From an optimization exercise on the open Yosys and OpenROAD flow, aimed at small area; shortcuts taken in it are not production practice. In this exercise RTL edits were held to simulation tests only and were not proved equivalent to the original. Power figures rest on the tool's default switching activity, not on a simulated workload. The flow treats the clock pin as an ideal source, which a real chip does not have.

Setup of build 20:
==> flow/design.v (excerpt) <==
module tile_stats_accum #(
    parameter int PIX_WIDTH   = 8,
    parameter int IMG_WIDTH   = 640,
    parameter int IMG_HEIGHT  = 480,
    parameter int TILE_WIDTH  = 16,
    parameter int TILE_HEIGHT = 16,
    localparam int TX_W = $clog2(IMG_WIDTH / TILE_WIDTH),
    localparam int TY_W = $clog2(IMG_HEIGHT / TILE_HEIGHT)
) (
    input  logic                 iClk,
    input  logic                 iRst,
    input  logic                 iValid,
    input  logic                 iSof,
    input  logic [PIX_WIDTH-1:0] iData,
    output logic                 oValid,
    output logic [TX_W-1:0]      oTileX,
    output logic [TY_W-1:0]      oTileY,
    output logic [PIX_WIDTH-1:0] oMean,
    output logic [PIX_WIDTH-1:0] oMin,
    output logic [PIX_WIDTH-1:0] oMax,
    output logic                 oFrameDone
);
Size in the first run: ~3100 cells after synthesis, about 49 I/O pins.
Settings: LEC_CHECK=0, CAP_MARGIN=20, CORE_MARGIN=2, CORE_UTILIZATION=40, GPL_TIMING_DRIVEN=0, SLEW_MARGIN=20; clock period 8.0 ns.
standard.sh (not shown) runs the stock make flow with config.mk's settings and CLKGATE_MAP_FILE= SYNTH_SCRIPT=/design/flow/synth_recipe.tcl, a recipe that flattens the netlist after the stock synthesis.
==> flow/flow/run.sh <==
#!/bin/bash
# The standard layout with these changes to how it is built:
# - after the standard synthesis, its combinational logic is mapped again for
#   area (flow/area.abc); every register stays the instance the standard
#   synthesis made, with its name, cell type and connections;
# - the port buffers are made from the smallest buffer cell instead of the one
#   buffer_ports picks by itself (every port still gets a buffer);
# - clock tree synthesis adds no dummy loads to balance the tree.
# Each tool writes its full output to a log of its own in this folder.
set -euo pipefail
export BUFFER_PORTS_ARGS="-buffer_cell sky130_fd_sc_hd__buf_1"
export CTS_ARGS="-sink_clustering_enable -repair_clock_nets -sink_clustering_size 30 -sink_clustering_max_diameter 100 -buf_list sky130_fd_sc_hd__clkbuf_16 -dont_use_dummy_load"

res=orfs/results/$FLOW_PLATFORM/tile_stats_accum/base
plat=$FLOW_HOME/platforms/$FLOW_PLATFORM
lib=$plat/lib/sky130_fd_sc_hd__tt_025C_1v80.lib
yosys_bin=$FLOW_HOME/../tools/install/yosys/bin/yosys
[[ -x $yosys_bin ]] || yosys_bin=yosys

bash standard.sh synth > standard_synth.log 2>&1
cp $res/1_2_yosys.v standard_synth.v

# Cells the platform marks don't-use stay out of the new mapping.
dont_use=$(sed -n '/DONT_USE_CELLS += /,/^#/p' $plat/config.mk | grep -o 'sky130_fd_sc_hd__[a-z0-9_]*' | sed 's/^/-dont_use /' | tr '\n' ' ')
# Sequential cells stay black boxes, so no register is touched.
seq=$(grep -oE '^\s*sky130_fd_sc_hd__[a-z0-9_]+' standard_synth.v | sort -u | grep -E '__(df|edf|sdf|sedf|dl)' | tr '\n' ' ')
cat > resyn.ys <<EOF
read_liberty -ignore_miss_func $lib
read_verilog standard_synth.v
hierarchy -top $FLOW_TOP
blackbox $seq
flatten
hierarchy -top $FLOW_TOP
techmap
opt -fast
abc -liberty $lib $dont_use -script flow/area.abc
opt_clean
stat -liberty $lib
write_verilog -noattr -noexpr -nohex -nodec resyn.v
EOF
$yosys_bin -p "script resyn.ys" > resyn_yosys.log 2>&1

cp resyn.v $res/1_2_yosys.v
rm -f $res/1_synth.odb $res/1_synth.sdc
bash standard.sh > standard_flow.log 2>&1
==> flow/flow/area.abc <==
strash
dch -f
map -a
mfs2
strash
dch -f
map -a
topo
--- input diff build 20..build 15 ---
# build 20
export LEC_CHECK = 0
export CAP_MARGIN = 20
export CORE_MARGIN = 2
export CORE_UTILIZATION = 40
export GPL_TIMING_DRIVEN = 0
export SLEW_MARGIN = 20
create_clock -name core_clock -period 8.0 [get_ports {iClk}]
# build 15
export LEC_CHECK = 0
export CAP_MARGIN = 20
export CORE_MARGIN = 2
export CORE_UTILIZATION = 65
export PLACE_DENSITY = 0.8
export SLEW_MARGIN = 20
create_clock -name core_clock -period 8.0 [get_ports {iClk}]
--- a/flow/flow/run.sh
+++ b/flow/flow/run.sh
@@ -11,3 +11,3 @@
 export BUFFER_PORTS_ARGS="-buffer_cell sky130_fd_sc_hd__buf_1"
-export CTS_ARGS="-sink_clustering_enable -repair_clock_nets -sink_clustering_size 30 -sink_clustering_max_diameter 100 -buf_list sky130_fd_sc_hd__clkbuf_16 -dont_use_dummy_load"
+export CTS_ARGS="-sink_clustering_enable -repair_clock_nets -sink_clustering_size 34 -sink_clustering_max_diameter 80 -buf_list sky130_fd_sc_hd__clkbuf_16 -dont_use_dummy_load"
 
Results
- Build 15 against build 20: sequential share of cell area rose by 2.9 points, non-clock buffer share of cell area fell by 2.4 points.
- Summary of build 15 over build 20: clock buffer count has decreased, net switching power has remained practically unchanged, met1 wire length went down about 7%.
- Per the comparison of build 15 with build 20, critical path depth lower, total routed wirelength increased by 1.5% relative to the old numbers, global placement routability congestion rose 1.2%.
Setup changes, build 15 to build 85
# build 15
export LEC_CHECK = 0
export CAP_MARGIN = 20
export CORE_MARGIN = 2
export CORE_UTILIZATION = 65
export PLACE_DENSITY = 0.8
export SLEW_MARGIN = 20
create_clock -name core_clock -period 8.0 [get_ports {iClk}]
# build 85
export LEC_CHECK = 0
export CAP_MARGIN = 20
export CORE_MARGIN = 2
export CORE_UTILIZATION = 40
export SLEW_MARGIN = 20
create_clock -name core_clock -period 8.0 [get_ports {iClk}]
==> flow/run.sh (new file) <==
#!/bin/bash
# synth_recipe.tcl (not shown) runs the flow's synth.tcl, then flattens the netlist and writes it again
# the make line also repeats each setting of config.mk as NAME=value (left out here)
make -C /OpenROAD-flow-scripts/flow DESIGN_CONFIG=/design/flow/config.mk WORK_HOME=/design/flow/orfs CLKGATE_MAP_FILE= SYNTH_SCRIPT=/design/flow/synth_recipe.tcl finish
removed: flow/flow/run.sh
removed: flow/flow/area.abc
removed: flow/standard.sh
### Flow results
- When build 85 is measured against build 15, its final clock period utilization by the worst path turns out 4.9 points lower.
- Per the comparison of build 85 with build 15, area after synthesis has increased; via count of the first global-routing pass has increased.
Here is what was changed in the inputs of build 17 compared with build 85.
# build 85
export LEC_CHECK = 0
export CAP_MARGIN = 20
export CORE_MARGIN = 2
export CORE_UTILIZATION = 40
export SLEW_MARGIN = 20
create_clock -name core_clock -period 8.0 [get_ports {iClk}]
# build 17
export LEC_CHECK = 0
export CAP_MARGIN = 20
export CORE_MARGIN = 2
export CORE_UTILIZATION = 65
export PLACE_DENSITY = 0.8
export SLEW_MARGIN = 20
create_clock -name core_clock -period 8.0 [get_ports {iClk}]
==> flow/flow/run.sh (new file) <==
#!/bin/bash
# The standard layout with these changes to how it is built:
# - after the standard synthesis, its combinational logic is mapped again for
#   area (flow/area.abc); every register stays the instance the standard
#   synthesis made, with its name, cell type and connections;
# - the port buffers are made from the smallest buffer cell instead of the one
#   buffer_ports picks by itself (every port still gets a buffer);
# - clock tree synthesis adds no dummy loads to balance the tree.
# Each tool writes its full output to a log of its own in this folder.
set -euo pipefail
export BUFFER_PORTS_ARGS="-buffer_cell sky130_fd_sc_hd__buf_1"
export CTS_ARGS="-sink_clustering_enable -repair_clock_nets -sink_clustering_size 36 -sink_clustering_max_diameter 80 -buf_list sky130_fd_sc_hd__clkbuf_16 -dont_use_dummy_load"

res=orfs/results/$FLOW_PLATFORM/tile_stats_accum/base
plat=$FLOW_HOME/platforms/$FLOW_PLATFORM
lib=$plat/lib/sky130_fd_sc_hd__tt_025C_1v80.lib
yosys_bin=$FLOW_HOME/../tools/install/yosys/bin/yosys
[[ -x $yosys_bin ]] || yosys_bin=yosys

bash standard.sh synth > standard_synth.log 2>&1
cp $res/1_2_yosys.v standard_synth.v

# Cells the platform marks don't-use stay out of the new mapping.
dont_use=$(sed -n '/DONT_USE_CELLS += /,/^#/p' $plat/config.mk | grep -o 'sky130_fd_sc_hd__[a-z0-9_]*' | sed 's/^/-dont_use /' | tr '\n' ' ')
# Sequential cells stay black boxes, so no register is touched.
seq=$(grep -oE '^\s*sky130_fd_sc_hd__[a-z0-9_]+' standard_synth.v | sort -u | grep -E '__(df|edf|sdf|sedf|dl)' | tr '\n' ' ')
cat > resyn.ys <<EOF
read_liberty -ignore_miss_func $lib
read_verilog standard_synth.v
hierarchy -top $FLOW_TOP
blackbox $seq
flatten
hierarchy -top $FLOW_TOP
techmap
opt -fast
abc -liberty $lib $dont_use -script flow/area.abc
opt_clean
stat -liberty $lib
write_verilog -noattr -noexpr -nohex -nodec resyn.v
EOF
$yosys_bin -p "script resyn.ys" > resyn_yosys.log 2>&1

cp resyn.v $res/1_2_yosys.v
rm -f $res/1_synth.odb $res/1_synth.sdc
bash standard.sh > standard_flow.log 2>&1
==> flow/flow/area.abc (new file) <==
strash
dch -f
map -a
mfs2
strash
dch -f
map -a
topo
==> flow/standard.sh (new file) <==
#!/bin/bash
# synth_recipe.tcl (not shown) runs the flow's synth.tcl, then flattens the netlist and writes it again
# the make line also repeats each setting of config.mk as NAME=value (left out here)
make -C /OpenROAD-flow-scripts/flow DESIGN_CONFIG=/design/flow/config.mk WORK_HOME=/design/flow/orfs CLKGATE_MAP_FILE= SYNTH_SCRIPT=/design/flow/synth_recipe.tcl "${@:-finish}"
removed: flow/run.sh
==> notes.md <==
Sort build 85 and build 17 by footprint of the multi-input gates, descending, and build 85 comes first.
From build 85 to build 17 the numbers moved as follows: design area decreased about 11%, area after synthesis shows a reduction of 4.8%, maximum fanout count along the critical path went down.
For build 43, these inputs were changed with respect to build 17:
# build 17
export LEC_CHECK = 0
export CAP_MARGIN = 20
export CORE_MARGIN = 2
export CORE_UTILIZATION = 65
export PLACE_DENSITY = 0.8
export SLEW_MARGIN = 20
create_clock -name core_clock -period 8.0 [get_ports {iClk}]
# build 43
export LEC_CHECK = 0
export CAP_MARGIN = 20
export CORE_MARGIN = 2
export CORE_UTILIZATION = 40
export CTS_BUF_LIST = sky130_fd_sc_hd__clkbuf_16
export CTS_CLUSTER_DIAMETER = 100
export CTS_CLUSTER_SIZE = 30
export SLEW_MARGIN = 20
create_clock -name core_clock -period 8.0 [get_ports {iClk}]
==> flow/run.sh (new file) <==
#!/bin/bash
# synth_recipe.tcl (not shown) runs the flow's synth.tcl, then flattens the netlist and writes it again
# the make line also repeats each setting of config.mk as NAME=value (left out here)
make -C /OpenROAD-flow-scripts/flow DESIGN_CONFIG=/design/flow/config.mk WORK_HOME=/design/flow/orfs CLKGATE_MAP_FILE= SYNTH_SCRIPT=/design/flow/synth_recipe.tcl finish
removed: flow/flow/run.sh
removed: flow/flow/area.abc
removed: flow/standard.sh
Results
Count of multi-input gates (build 43 vs. build 17) increases slightly
The higher total length of routed wires of build 43 and build 17 is in build 43.
The more densely filled core belongs to build 17, not build 43.
Compared with build 17, build 43 shows HPWL reported at the end of detailed placement lower by about 2%.
Of the two values seen for last element of the critical path, acc[14]$_DFFE_PP_ was produced by build 17 and ring[39][3]$_DFF_P_ by build 43.

==> port drivers added, routing unchanged <==
The flow's constraints put no driver on any port. The routed layouts listed below were extracted and timed again, unchanged, in two steps. Step 1 assumes that a clkbuf_16 drives the clock port and a buf_2 every other input. Step 2, shift: input delay + t, output delay - t, t = (earliest + latest rising clock arrival at the registers) / 2. This alone moves slack from input paths to output paths. Three values: ideal ports, drivers, drivers and shift; two values: the first two.
| run | t, ns | setup WS [ns] | worst setup path at the end | pins driven straight from the clock port |
|---|---|---|---|---|
| build 20 | 0.690 | 1.244 / 1.249 / 0.559 | input to register | 1 |
| build 15 | 0.670 | 3.108 / 3.144 / 2.474 | input to register | 1 |
| build 85 | 0.766 | 3.500 / 3.529 / 2.764 | input to register | 1 |
| build 17 | 0.665 | 3.139 / 3.176 / 2.511 | input to register | 1 |
| build 43 | 0.698 | 3.494 / 3.525 / 2.827 | input to register | 1 |
After both steps every run listed still meets setup and hold. For build 85, which loses most, drivers alone change the setup slack by +0.029 ns; drivers and shift together by -0.736 ns.
